From an optimization exercise on the open Yosys and OpenROAD flow, aimed at small area, a short achievable clock period and few clock cycles; shortcuts taken in it are not production practice. Where RTL was checked, it was by simulation tests only, not by an equivalence proof against the original.

==> 11-01 <==
==> flow/design.v <==
module fixed_partition_fit_allocator_unit (
   input  logic        clock,
   input  logic        reset,
   input  logic        csr_wr_en,
   input  logic [0:0]  csr_index,
   input  logic [4:0]  csr_wdata,
   input  logic        req_valid,
   output logic        req_stall,
   input  logic [20:0] req_payload,
   output logic        rsp_valid,
   input  logic        rsp_stall,
   output logic [20:0] rsp_payload
);
   localparam int N = 16;
   function automatic logic [1:0] cmp16(input logic [15:0] a, input logic [15:0] b);
      logic [15:0] g, e;
      g = a & ~b;
      e = ~(a ^ b);
      for (int st = 1; st < 16; st = st * 2)
         for (int k = 0; k < 16; k += 2 * st) begin
            g[k] = g[k+st] | (e[k+st] & g[k]);
            e[k] = e[k+st] & e[k];
         end
      cmp16 = {g[0], e[0]};
   endfunction
   function automatic logic [15:0] sub16(input logic [15:0] a, input logic [15:0] b);
      logic [15:0] p, g, gg, pp, ng, np;
      p  = a ^ ~b;
      g  = a & ~b;
      gg = g;
      pp = p;
      gg[0] = g[0] | p[0];                  
      for (int d = 1; d < 16; d = d * 2) begin
         ng = gg;
         np = pp;
         for (int i = d; i < 16; i++) begin
            ng[i] = gg[i] | (pp[i] & gg[i-d]);
            np[i] = pp[i] & pp[i-d];
         end
         gg = ng;
         pp = np;
      end
      sub16[0] = ~p[0];
      for (int i = 1; i < 16; i++) sub16[i] = p[i] ^ gg[i-1];
   endfunction
   logic            pol_nf_q;           
   logic            pol_next_q;
   logic            pol_bw_q;           
   logic            md_q;               
   logic [4:0]      count_q;
   logic [3:0]      ptr_q;              
   logic [N-1:0]    start_q;            
   logic [N-1:0]    used_q;
   logic [N-1:0]    fresh_q;
   logic [15:0]     size_q [N];
   logic            rf_act_q;
   logic [2:0]      rf_ph_q;
   logic            need_q;
   logic            v1_q, fe1_q, rf1_q, op1_q;
   logic [3:0]      idx1_q;
   logic [15:0]     w1_q;
   logic [N-1:0]    r1_q;               
   logic            v2_q, gr2_q;
   logic [N-1:0]    pick2_q;            
   logic [15:0]     b2_q;               
   logic            v3_q, gr3_q;
   logic [3:0]      idx3_q;
   logic [15:0]     sz3_q, b3_q;
   logic            rsp_valid_q;
   logic [20:0]     rsp_q;
   logic freeze, accept, fe_issue, rf_issue;
   logic        in_op;
   logic [3:0]  in_idx;
   logic [15:0] in_w;
   assign in_op  = req_payload[20];
   assign in_idx = req_payload[19:16];
   assign in_w   = req_payload[15:0];
   assign freeze    = rsp_valid_q & rsp_stall;
   assign req_stall = freeze | rf_act_q | (req_valid & in_op & need_q);
   assign accept    = req_valid & ~req_stall & ~reset;
   logic [N-1:0] act;
   always_comb
      for (int i = 0; i < N; i++) act[i] = (count_q > 5'(i));
   logic         ld1;                   
   logic         s1_op;
   logic [3:0]   s1_idx;
   logic [15:0]  want;
   logic [1:0]   cr [N];
   logic [1:0]   fcr;
   logic [N-1:0] r1;
   assign ld1    = v1_q & ~op1_q;
   assign s1_op  = ~rf_act_q & in_op;
   assign s1_idx = rf_act_q ? ((rf_ph_q == 3'd3) ? idx3_q : lo_idx) : in_idx;
   assign want   = rf_act_q ? sz3_q : in_w;
   assign fcr    = cmp16(w1_q, want);
   always_comb
      for (int i = 0; i < N; i++) begin
         logic ge_i, le_i, hi_i;
         cr[i] = (ld1 && idx1_q == 4'(i)) ? fcr : cmp16(size_q[i], want);
         ge_i  = cr[i][1] | cr[i][0];
         le_i  = ~cr[i][1];
         hi_i  = (4'(i) > s1_idx);
         r1[i] = s1_op ? (ge_i & act[i]) : ((hi_i ^ md_q) ? ge_i : le_i);
      end
   assign fe_issue = rf_act_q & (rf_ph_q == 3'd0) & ~v1_q & ~v2_q & ~v3_q & ~rsp_valid_q & (|stale);
   assign rf_issue = rf_act_q & (rf_ph_q == 3'd3);
   always_ff @(posedge clock) begin
      if (reset) begin
         v1_q  <= 1'b0;
         fe1_q <= 1'b0;
         rf1_q <= 1'b0;
      end else if (!freeze) begin
         v1_q  <= accept;
         fe1_q <= fe_issue;
         rf1_q <= rf_issue;
      end
   end
   always_ff @(posedge clock)
      if (!freeze) begin
         op1_q  <= s1_op;
         idx1_q <= s1_idx;
         w1_q   <= want;
         r1_q   <= r1;
      end
   logic [N-1:0] dec1, upd2, ld2;
   logic         do_req2;
   assign do_req2 = v1_q & op1_q & ~freeze;
   always_comb
      for (int i = 0; i < N; i++) begin
         dec1[i] = (idx1_q == 4'(i));
         upd2[i] = (ld1 | rf1_q) & dec1[i];
         ld2[i]  = ld1 & dec1[i];
      end
   always_ff @(posedge clock)
      for (int i = 0; i < N; i++)
         if (ld2[i] && !freeze) size_q[i] <= w1_q;
   logic [N-1:0] ord [N];
   for (genvar i = 0; i < N; i++) begin : g_row
      for (genvar j = i + 1; j < N; j++) begin : g_col
         always_ff @(posedge clock) begin
            if (upd2[i])      ord[i][j] <= r1_q[j];
            else if (upd2[j]) ord[i][j] <= r1_q[i];
         end
      end
   end
   logic [N-1:0] fit;
   logic [N-1:0] beats [N];
   logic [N-1:0] win;
   logic         any_fit;
   assign fit     = r1_q & ~used_q;
   assign any_fit = |fit;
   logic [N-1:0] nf_a, nf_b, nf_e;
   assign nf_a = {N{pol_nf_q}} & start_q;
   assign nf_b = {N{pol_nf_q}} & ~start_q;
   assign nf_e = {N{~pol_nf_q}} | start_q;
   always_comb begin
      for (int i = 0; i < N; i++) beats[i] = '0;
      for (int i = 0; i < N; i++)
         for (int j = i + 1; j < N; j++) begin
            beats[i][j] = nf_a[i] | nf_b[j] | (ord[i][j] & nf_e[i]);
            beats[j][i] = ~beats[i][j];
         end
      for (int i = 0; i < N; i++) begin
         win[i] = fit[i];
         for (int j = 0; j < N; j++)
            if (j != i) win[i] = win[i] & (~fit[j] | beats[i][j]);
      end
   end
   logic [N-1:0] win_ge;                 
   logic [3:0]   win_idx;
   always_comb begin
      win_ge[0] = win[0];
      for (int i = 1; i < N; i++) win_ge[i] = win_ge[i-1] | win[i];
      win_idx = '0;
      for (int i = 0; i < N; i++)
         if (win[i]) win_idx = win_idx | 4'(i);
   end
   always_ff @(posedge clock) begin
      if (reset) used_q <= '0;
      else used_q <= (used_q | (win & {N{do_req2}})) & ~ld2;
   end
   logic [N-1:0] start_therm;
   logic [1:0]   new_pol;
   logic [4:0]   new_count;
   logic         csr_we;
   logic         nf_upd;
   assign csr_we = csr_wr_en & ~reset;
   assign nf_upd = do_req2 & pol_next_q & any_fit;
   always_comb begin
      for (int i = 0; i < N; i++) start_therm[i] = (4'(i) >= ptr_q);
      new_pol   = (csr_index == 1'b0) ? csr_wdata[1:0]
                : {pol_next_q | (pol_bw_q & md_q), pol_bw_q};
      new_count = (csr_index == 1'b1) ? csr_wdata : count_q;
   end
   always_ff @(posedge clock) begin
      if (reset) begin
         pol_nf_q   <= 1'b1;
         pol_next_q <= 1'b0;
         pol_bw_q   <= 1'b0;
         count_q    <= 5'd16;
      end else if (csr_we) begin
         pol_nf_q   <= ~new_pol[0];
         pol_next_q <= (new_pol == 2'd2);
         pol_bw_q   <= new_pol[0];
         count_q    <= new_count;
      end
   end
   always_ff @(posedge clock) begin
      if (reset) begin
         ptr_q   <= 4'd0;
         start_q <= '1;
      end else if (csr_we) begin
         start_q <= ((new_pol == 2'd2) && ({1'b0, ptr_q} < new_count)) ? start_therm : '1;
      end else if (nf_upd) begin
         ptr_q   <= win_idx;
         start_q <= win_ge;
      end
   end
   always_ff @(posedge clock) begin
      if (reset) begin
         md_q    <= 1'b0;
         fresh_q <= '0;
      end else if (csr_we && new_pol[0] && (new_pol[1] != md_q)) begin
         md_q    <= new_pol[1];
         fresh_q <= '0;
      end else begin
         fresh_q <= fresh_q | upd2;
      end
   end
   logic [N-1:0] stale, stale_lo, s2ref, stale_nx;
   logic         two_nx, below_nx;
   logic         two_stale, below;
   logic [3:0]   lo_idx;
   always_comb begin
      s2ref = (ld1 | rf1_q) ? dec1 : '0;
      stale = ~(fresh_q | s2ref);
      two_stale = 1'b0;
      below     = 1'b0;
      for (int i = 0; i < N; i++) begin
         two_stale   = two_stale | (stale[i] & below);
         stale_lo[i] = stale[i] & ~below;
         below       = below | stale[i];
      end
      stale_nx = ~(fresh_q | upd2);
      two_nx   = 1'b0;
      below_nx = 1'b0;
      for (int i = 0; i < N; i++) begin
         two_nx   = two_nx | (stale_nx[i] & below_nx);
         below_nx = below_nx | stale_nx[i];
      end
      lo_idx = '0;
      for (int i = 0; i < N; i++)
         if (stale_lo[i]) lo_idx = lo_idx | 4'(i);
   end
   always_ff @(posedge clock) begin
      if (reset) begin
         rf_act_q <= 1'b0;
         rf_ph_q  <= 3'd0;
         need_q   <= 1'b0;
      end else begin
         need_q   <= (csr_we ? new_pol[0] : pol_bw_q)
                     & (two_nx | (csr_we & new_pol[0] & (new_pol[1] != md_q)));
         rf_act_q <= req_valid & in_op & need_q;
         if (!rf_act_q || rf_ph_q == 3'd4) rf_ph_q <= 3'd0;
         else if (rf_ph_q != 3'd0 || fe_issue) rf_ph_q <= rf_ph_q + 3'd1;
      end
   end
   always_ff @(posedge clock) begin
      if (reset) v2_q <= 1'b0;
      else if (!freeze) v2_q <= v1_q;
   end
   always_ff @(posedge clock)
      if (!freeze) begin
         gr2_q   <= ~op1_q | any_fit;
         pick2_q <= op1_q ? win : dec1;
         b2_q    <= (op1_q & any_fit) ? w1_q : 16'd0;
      end
   logic [3:0]  idx3;
   logic [15:0] size3;
   always_comb begin
      idx3  = '0;
      size3 = '0;
      for (int i = 0; i < N; i++) begin
         if (pick2_q[i]) idx3 = idx3 | 4'(i);
         size3 = size3 | (size_q[i] & {16{pick2_q[i]}});
      end
   end
   always_ff @(posedge clock) begin
      if (reset) v3_q <= 1'b0;
      else if (!freeze) v3_q <= v2_q;
   end
   always_ff @(posedge clock)
      if (!freeze) begin
         gr3_q  <= gr2_q;
         idx3_q <= idx3;
         sz3_q  <= size3;
         b3_q   <= b2_q;
      end
   always_ff @(posedge clock) begin
      if (reset) rsp_valid_q <= 1'b0;
      else if (!freeze) rsp_valid_q <= v3_q;
   end
   always_ff @(posedge clock)
      if (!freeze) rsp_q <= {gr3_q, idx3_q, sub16(sz3_q, b3_q)};
   assign rsp_valid   = rsp_valid_q;
   assign rsp_payload = rsp_q;
endmodule
==> flow/run.sh <==
#!/bin/bash
# synth_recipe.tcl (not shown) runs the flow's synth.tcl, then flattens the netlist and writes it again
# the make line also repeats each setting of config.mk as NAME=value (left out here)
make -C /OpenROAD-flow-scripts/flow DESIGN_CONFIG=/design/flow/config.mk WORK_HOME=/design/flow/orfs CLKGATE_MAP_FILE= SYNTH_SCRIPT=/design/flow/synth_recipe.tcl finish
==> flow/config.mk <==
export PLATFORM = sky130hd
export DESIGN_NAME = fixed_partition_fit_allocator_unit
export DESIGN_NICKNAME = fixed_partition_fit_allocator_unit
export VERILOG_FILES = /design/flow/design.v
export SDC_FILE = /design/flow/constraint.sdc
export NUM_CORES = 4
export LEC_CHECK = 0
export CAP_MARGIN = 20
export CORE_MARGIN = 2
export CORE_UTILIZATION = 40
export PLACE_DENSITY = 0.6
export SETUP_SLACK_MARGIN = 2.5
export SLEW_MARGIN = 20
==> flow/constraint.sdc <==
create_clock -name core_clock -period 5.0 [get_ports {clock}]
set_input_delay 1.0000 -clock core_clock [delete_from_list [all_inputs] [get_ports {clock}]]
set_output_delay 1.0000 -clock core_clock [all_outputs]
set_load 0.01 [all_outputs]
==> 08-06: changes against 11-01 <==
==> flow/design.v, changed modules only <==
module fixed_partition_fit_allocator_unit (
   input  logic        clock,
   input  logic        reset,
   input  logic        csr_wr_en,
   input  logic [0:0]  csr_index,
   input  logic [4:0]  csr_wdata,
   input  logic        req_valid,
   output logic        req_stall,
   input  logic [20:0] req_payload,
   output logic        rsp_valid,
   input  logic        rsp_stall,
   output logic [20:0] rsp_payload
);
   localparam int N = 16;
   function automatic logic [1:0] cmp16(input logic [15:0] a, input logic [15:0] b);
      logic [15:0] g, e;
      g = a & ~b;
      e = ~(a ^ b);
      for (int st = 1; st < 16; st = st * 2)
         for (int k = 0; k < 16; k += 2 * st) begin
            g[k] = g[k+st] | (e[k+st] & g[k]);
            e[k] = e[k+st] & e[k];
         end
      cmp16 = {g[0], e[0]};
   endfunction
   function automatic logic [8:0] sub8(input logic [7:0] a, input logic [7:0] b);
      logic [7:0] g, t, gg, tt, ng, nt;
      g  = ~a & b;                          
      t  = ~a | b;                          
      gg = g;
      tt = t;
      for (int d = 1; d < 8; d = d * 2) begin
         ng = gg;
         nt = tt;
         for (int i = d; i < 8; i++) begin
            ng[i] = gg[i] | (tt[i] & gg[i-d]);
            nt[i] = tt[i] & tt[i-d];
         end
         gg = ng;
         tt = nt;
      end
      sub8[0] = a[0] ^ b[0];
      for (int i = 1; i < 8; i++) sub8[i] = a[i] ^ b[i] ^ gg[i-1];
      sub8[8] = gg[7];
   endfunction
   function automatic logic two16(input logic [15:0] x);
      logic [15:0] a, t;
      a = x;
      t = '0;
      for (int st = 1; st < 16; st = st * 2)
         for (int k = 0; k < 16; k += 2 * st) begin
            t[k] = t[k] | t[k+st] | (a[k] & a[k+st]);
            a[k] = a[k] | a[k+st];
         end
      two16 = t[0];
   endfunction
   logic            pol_next_q;
   logic            pol_bw_q;           
   logic            md_q;               
   logic [4:0]      count_q;
   logic [3:0]      ptr_q;              
   logic [N-1:0]    nf_a_q, nf_b_q, nf_e_q;
   logic [N-1:0]    used_q;
   logic [N-1:0]    fresh_q;
   logic [15:0]     size_q [N];
   logic            rf_act_q;
   logic            rf_is_q;            
   logic [2:0]      rf_ph_q;
   logic            need_q;
   logic            v1_q, fe1_q, rf1_q, op1_q;
   logic [3:0]      idx1_q;
   logic [15:0]     w1_q;
   logic [N-1:0]    r1_q;               
   logic            v2_q, gr2_q;
   logic [N-1:0]    pick2_q;            
   logic [15:0]     b2_q;               
   logic            v3_q, gr3_q, bo3_q;
   logic [3:0]      idx3_q;
   logic [7:0]      lo3_q, hi3_q;
   logic freeze, accept, fe_issue, rf_issue;
   logic        in_op;
   logic [3:0]  in_idx;
   logic [15:0] in_w;
   assign in_op  = req_payload[20];
   assign in_idx = req_payload[19:16];
   assign in_w   = req_payload[15:0];
   assign freeze    = v3_q & rsp_stall;
   assign req_stall = freeze | rf_act_q | (req_valid & in_op & need_q);
   assign accept    = req_valid & ~req_stall & ~reset;
   logic [N-1:0] act;
   always_comb
      for (int i = 0; i < N; i++) act[i] = (count_q > 5'(i));
   logic         ld1;                   
   logic         s1_op;
   logic [3:0]   s1_idx;
   logic [15:0]  want;
   logic [1:0]   cr [N];
   logic [1:0]   fcr;
   logic [N-1:0] r1;
   assign ld1    = v1_q & ~op1_q;
   assign s1_op  = ~rf_act_q & in_op;
   assign s1_idx = rf_is_q ? idx3_q : rf_act_q ? lo_idx : in_idx;
   assign want   = rf_is_q ? {hi3_q, lo3_q} : in_w;
   assign fcr    = cmp16(w1_q, want);
   always_comb
      for (int i = 0; i < N; i++) begin
         logic ge_i, le_i, hi_i;
         cr[i] = (ld1 && idx1_q == 4'(i)) ? fcr : cmp16(size_q[i], want);
         ge_i  = cr[i][1] | cr[i][0];
         le_i  = ~cr[i][1];
         hi_i  = (4'(i) > s1_idx);
         r1[i] = s1_op ? (ge_i & act[i]) : ((hi_i ^ md_q) ? ge_i : le_i);
      end
   assign fe_issue = rf_act_q & (rf_ph_q == 3'd0) & ~v1_q & ~v2_q & ~v3_q & ~(&fresh_q);
   assign rf_issue = rf_is_q;
   always_ff @(posedge clock) begin
      if (reset) begin
         v1_q  <= 1'b0;
         fe1_q <= 1'b0;
         rf1_q <= 1'b0;
      end else if (!freeze) begin
         v1_q  <= accept;
         fe1_q <= fe_issue;
         rf1_q <= rf_issue;
      end
   end
   always_ff @(posedge clock)
      if (!freeze) begin
         op1_q  <= s1_op;
         idx1_q <= s1_idx;
         w1_q   <= want;
         r1_q   <= r1;
      end
   logic [N-1:0] dec1, upd2, ld2;
   logic         do_req2;
   assign do_req2 = v1_q & op1_q & ~freeze;
   always_comb
      for (int i = 0; i < N; i++) begin
         dec1[i] = (idx1_q == 4'(i));
         upd2[i] = (ld1 | rf1_q) & dec1[i];
         ld2[i]  = ld1 & dec1[i];
      end
   always_ff @(posedge clock)
      for (int i = 0; i < N; i++)
         if (ld2[i] && !freeze) size_q[i] <= w1_q;
   logic [N-1:0] ord [N];
   for (genvar i = 0; i < N; i++) begin : g_row
      for (genvar j = i + 1; j < N; j++) begin : g_col
         always_ff @(posedge clock) begin
            if (upd2[i])      ord[i][j] <= r1_q[j];
            else if (upd2[j]) ord[i][j] <= r1_q[i];
         end
      end
   end
   logic [N-1:0] fit;
   logic [N-1:0] beats [N];
   logic [N-1:0] win;
   logic         any_fit;
   assign fit     = r1_q & ~used_q;
   assign any_fit = |fit;
   always_comb begin
      for (int i = 0; i < N; i++) beats[i] = '0;
      for (int i = 0; i < N; i++)
         for (int j = i + 1; j < N; j++) begin
            beats[i][j] = nf_a_q[i] | nf_b_q[j] | (ord[i][j] & nf_e_q[i]);
            beats[j][i] = ~beats[i][j];
         end
      for (int i = 0; i < N; i++) begin
         win[i] = fit[i];
         for (int j = 0; j < N; j++)
            if (j != i) win[i] = win[i] & (~fit[j] | beats[i][j]);
      end
   end
   logic [N-1:0] win_ge, fit_at, p_at, p_all;
   logic [3:0]   win_idx;
   always_comb begin
      fit_at = fit & nf_a_q;
      p_at   = fit_at;
      p_all  = fit;
      for (int d = 1; d < N; d = d * 2)
         for (int i = N - 1; i >= d; i--) begin
            p_at[i]  = p_at[i]  | p_at[i-d];
            p_all[i] = p_all[i] | p_all[i-d];
         end
      win_ge = p_at[N-1] ? p_at : p_all;
      win_idx = '0;
      for (int i = 0; i < N; i++)
         if (win[i]) win_idx = win_idx | 4'(i);
   end
   always_ff @(posedge clock) begin
      if (reset) used_q <= '0;
      else used_q <= (used_q | (win & {N{do_req2}})) & ~ld2;
   end
   logic [N-1:0] start_therm;
   logic [1:0]   new_pol;
   logic [4:0]   new_count;
   logic         csr_we;
   logic         nf_upd;
   assign csr_we = csr_wr_en & ~reset;
   assign nf_upd = do_req2 & pol_next_q & any_fit;
   always_comb begin
      for (int i = 0; i < N; i++) start_therm[i] = (4'(i) >= ptr_q);
      new_pol   = (csr_index == 1'b0) ? csr_wdata[1:0]
                : {pol_next_q | (pol_bw_q & md_q), pol_bw_q};
      new_count = (csr_index == 1'b1) ? csr_wdata : count_q;
   end
   always_ff @(posedge clock) begin
      if (reset) begin
         pol_next_q <= 1'b0;
         pol_bw_q   <= 1'b0;
         count_q    <= 5'd16;
      end else if (csr_we) begin
         pol_next_q <= (new_pol == 2'd2);
         pol_bw_q   <= new_pol[0];
         count_q    <= new_count;
      end
   end
   logic [N-1:0] s_new;
   logic         nf_new;
   assign s_new  = ((new_pol == 2'd2) && ({1'b0, ptr_q} < new_count)) ? start_therm : '1;
   assign nf_new = ~new_pol[0];
   always_ff @(posedge clock) begin
      if (reset) begin
         ptr_q  <= 4'd0;
         nf_a_q <= '1;
         nf_b_q <= '0;
         nf_e_q <= '1;
      end else if (csr_we) begin
         nf_a_q <= {N{nf_new}} & s_new;
         nf_b_q <= {N{nf_new}} & ~s_new;
         nf_e_q <= {N{~nf_new}} | s_new;
      end else if (nf_upd) begin
         ptr_q  <= win_idx;
         nf_a_q <= win_ge;
         nf_b_q <= ~win_ge;
         nf_e_q <= win_ge;
      end
   end
   always_ff @(posedge clock) begin
      if (reset) begin
         md_q    <= 1'b0;
         fresh_q <= '0;
      end else if (csr_we && new_pol[0] && (new_pol[1] != md_q)) begin
         md_q    <= new_pol[1];
         fresh_q <= '0;
      end else begin
         fresh_q <= fresh_q | upd2;
      end
   end
   logic [N-1:0] stale, stale_lo;
   logic         two_nx, below;
   logic [3:0]   lo_idx;
   always_comb begin
      stale = ~fresh_q;
      below = 1'b0;
      for (int i = 0; i < N; i++) begin
         stale_lo[i] = stale[i] & ~below;
         below       = below | stale[i];
      end
      two_nx = two16(~(fresh_q | upd2));
      lo_idx = '0;
      for (int i = 0; i < N; i++)
         if (stale_lo[i]) lo_idx = lo_idx | 4'(i);
   end
   always_ff @(posedge clock) begin
      if (reset) begin
         rf_act_q <= 1'b0;
         rf_is_q  <= 1'b0;
         rf_ph_q  <= 3'd0;
         need_q   <= 1'b0;
      end else begin
         need_q   <= (csr_we ? new_pol[0] : pol_bw_q)
                     & (two_nx | (csr_we & new_pol[0] & (new_pol[1] != md_q)));
         rf_act_q <= req_valid & in_op & need_q;
         rf_is_q  <= req_valid & in_op & need_q & rf_act_q & (rf_ph_q == 3'd2);
         if (!rf_act_q || rf_ph_q == 3'd4) rf_ph_q <= 3'd0;
         else if (rf_ph_q != 3'd0 || fe_issue) rf_ph_q <= rf_ph_q + 3'd1;
      end
   end
   always_ff @(posedge clock) begin
      if (reset) v2_q <= 1'b0;
      else if (!freeze) v2_q <= v1_q;
   end
   always_ff @(posedge clock)
      if (!freeze) begin
         gr2_q   <= ~op1_q | any_fit;
         pick2_q <= op1_q ? win : dec1;
         b2_q    <= (op1_q & any_fit) ? w1_q : 16'd0;
      end
   logic [3:0]  idx3;
   logic [15:0] size3;
   always_comb begin
      idx3  = '0;
      size3 = '0;
      for (int i = 0; i < N; i++) begin
         if (pick2_q[i]) idx3 = idx3 | 4'(i);
         size3 = size3 | (size_q[i] & {16{pick2_q[i]}});
      end
   end
   always_ff @(posedge clock) begin
      if (reset) v3_q <= 1'b0;
      else if (!freeze) v3_q <= v2_q;
   end
   logic [8:0] lo3, hi3;
   assign lo3 = sub8(size3[7:0], b2_q[7:0]);
   assign hi3 = sub8(size3[15:8], b2_q[15:8]);
   always_ff @(posedge clock)
      if (!freeze) begin
         gr3_q  <= gr2_q;
         idx3_q <= idx3;
         lo3_q  <= lo3[7:0];
         bo3_q  <= lo3[8];
         hi3_q  <= hi3[7:0];
      end
   logic [8:0] hi4;
   assign hi4 = sub8(hi3_q, {7'd0, bo3_q});
   assign rsp_valid   = v3_q;
   assign rsp_payload = {gr3_q, idx3_q, hi4[7:0], lo3_q};
endmodule
--- a/flow/config.mk
+++ b/flow/config.mk
@@ -10,4 +10,5 @@
 export CORE_UTILIZATION = 40
+export CTS_BUF_LIST = sky130_fd_sc_hd__clkbuf_4 sky130_fd_sc_hd__clkbuf_8
 export PLACE_DENSITY = 0.6
-export SETUP_SLACK_MARGIN = 2.5
+export SETUP_SLACK_MARGIN = 2.2
 export SLEW_MARGIN = 20
==> impl_metrics.json <==
{
  "wl_per_cell_um": 32.2,
  "wl_met3_mm": 18.7,
  "seq_share_pct": 37.2,
  "rrSetupSlack_ns": 1.57,
  "status": "timing/DRC/antenna clean"
}
[end of results for 11-01]
==> impl_metrics.json <==
{
  "status": "timing/DRC/antenna clean",
  "setup.worst_path.end": "rsp_payload[15]",
  "crit_family": "simple AND/OR/NAND/NOR gates",
  "seq_share_pct": 37.2,
  "multi_input_area_um2": 18900,
  "rrSetupSlack_ns": 1.78,
  "p_leak_uw": 0.0176,
  "tns_ns": 0,
  "crit_slowest_cell": "edfxtp_1",
  "wl_met3_mm": 19.2
}
[end of results for 08-06]
Testbench counts of 11-01, summed over its fixed seeds: cycles 5,120.
Function not checked in 08-06: the RTL went through the layout flow alone.

port drivers added, routing unchanged:
In the flow no input, the clock included, has a driving cell. The finished layouts below were timed again as built, in two steps.
Step 1 sets driving cells, clkbuf_16 on the clock port and buf_2 on the other inputs (assumed; they add their load-dependent delay and slew).
Step 2 adds t to the input delays and takes it off the output delays; t is the mean of the earliest and latest rising clock arrival at the registers after step 1. Input paths then give back, and output paths get back, about the clock's delay inside the block.
Slacks: no drivers / after step 1 / after step 2; pairs: no drivers / after step 1.
run	t (ns)	setup WS [ns]	hold slack, ns	worst setup path at the end	slew at the worst register clock pin (ns)
11-01	0.683	1.565 / 1.565 / 0.947	0.416 / 0.416 / 0.416	input to register	0.07 / 0.07
08-06	0.834	1.665 / 1.599 / 1.023	0.405 / 0.405 / 0.405	input to register	0.07 / 0.07
After both steps setup and hold are still met in every run listed. For 08-06, which loses most, drivers alone change the setup slack by -0.066 ns; drivers and shift together by -0.642 ns.
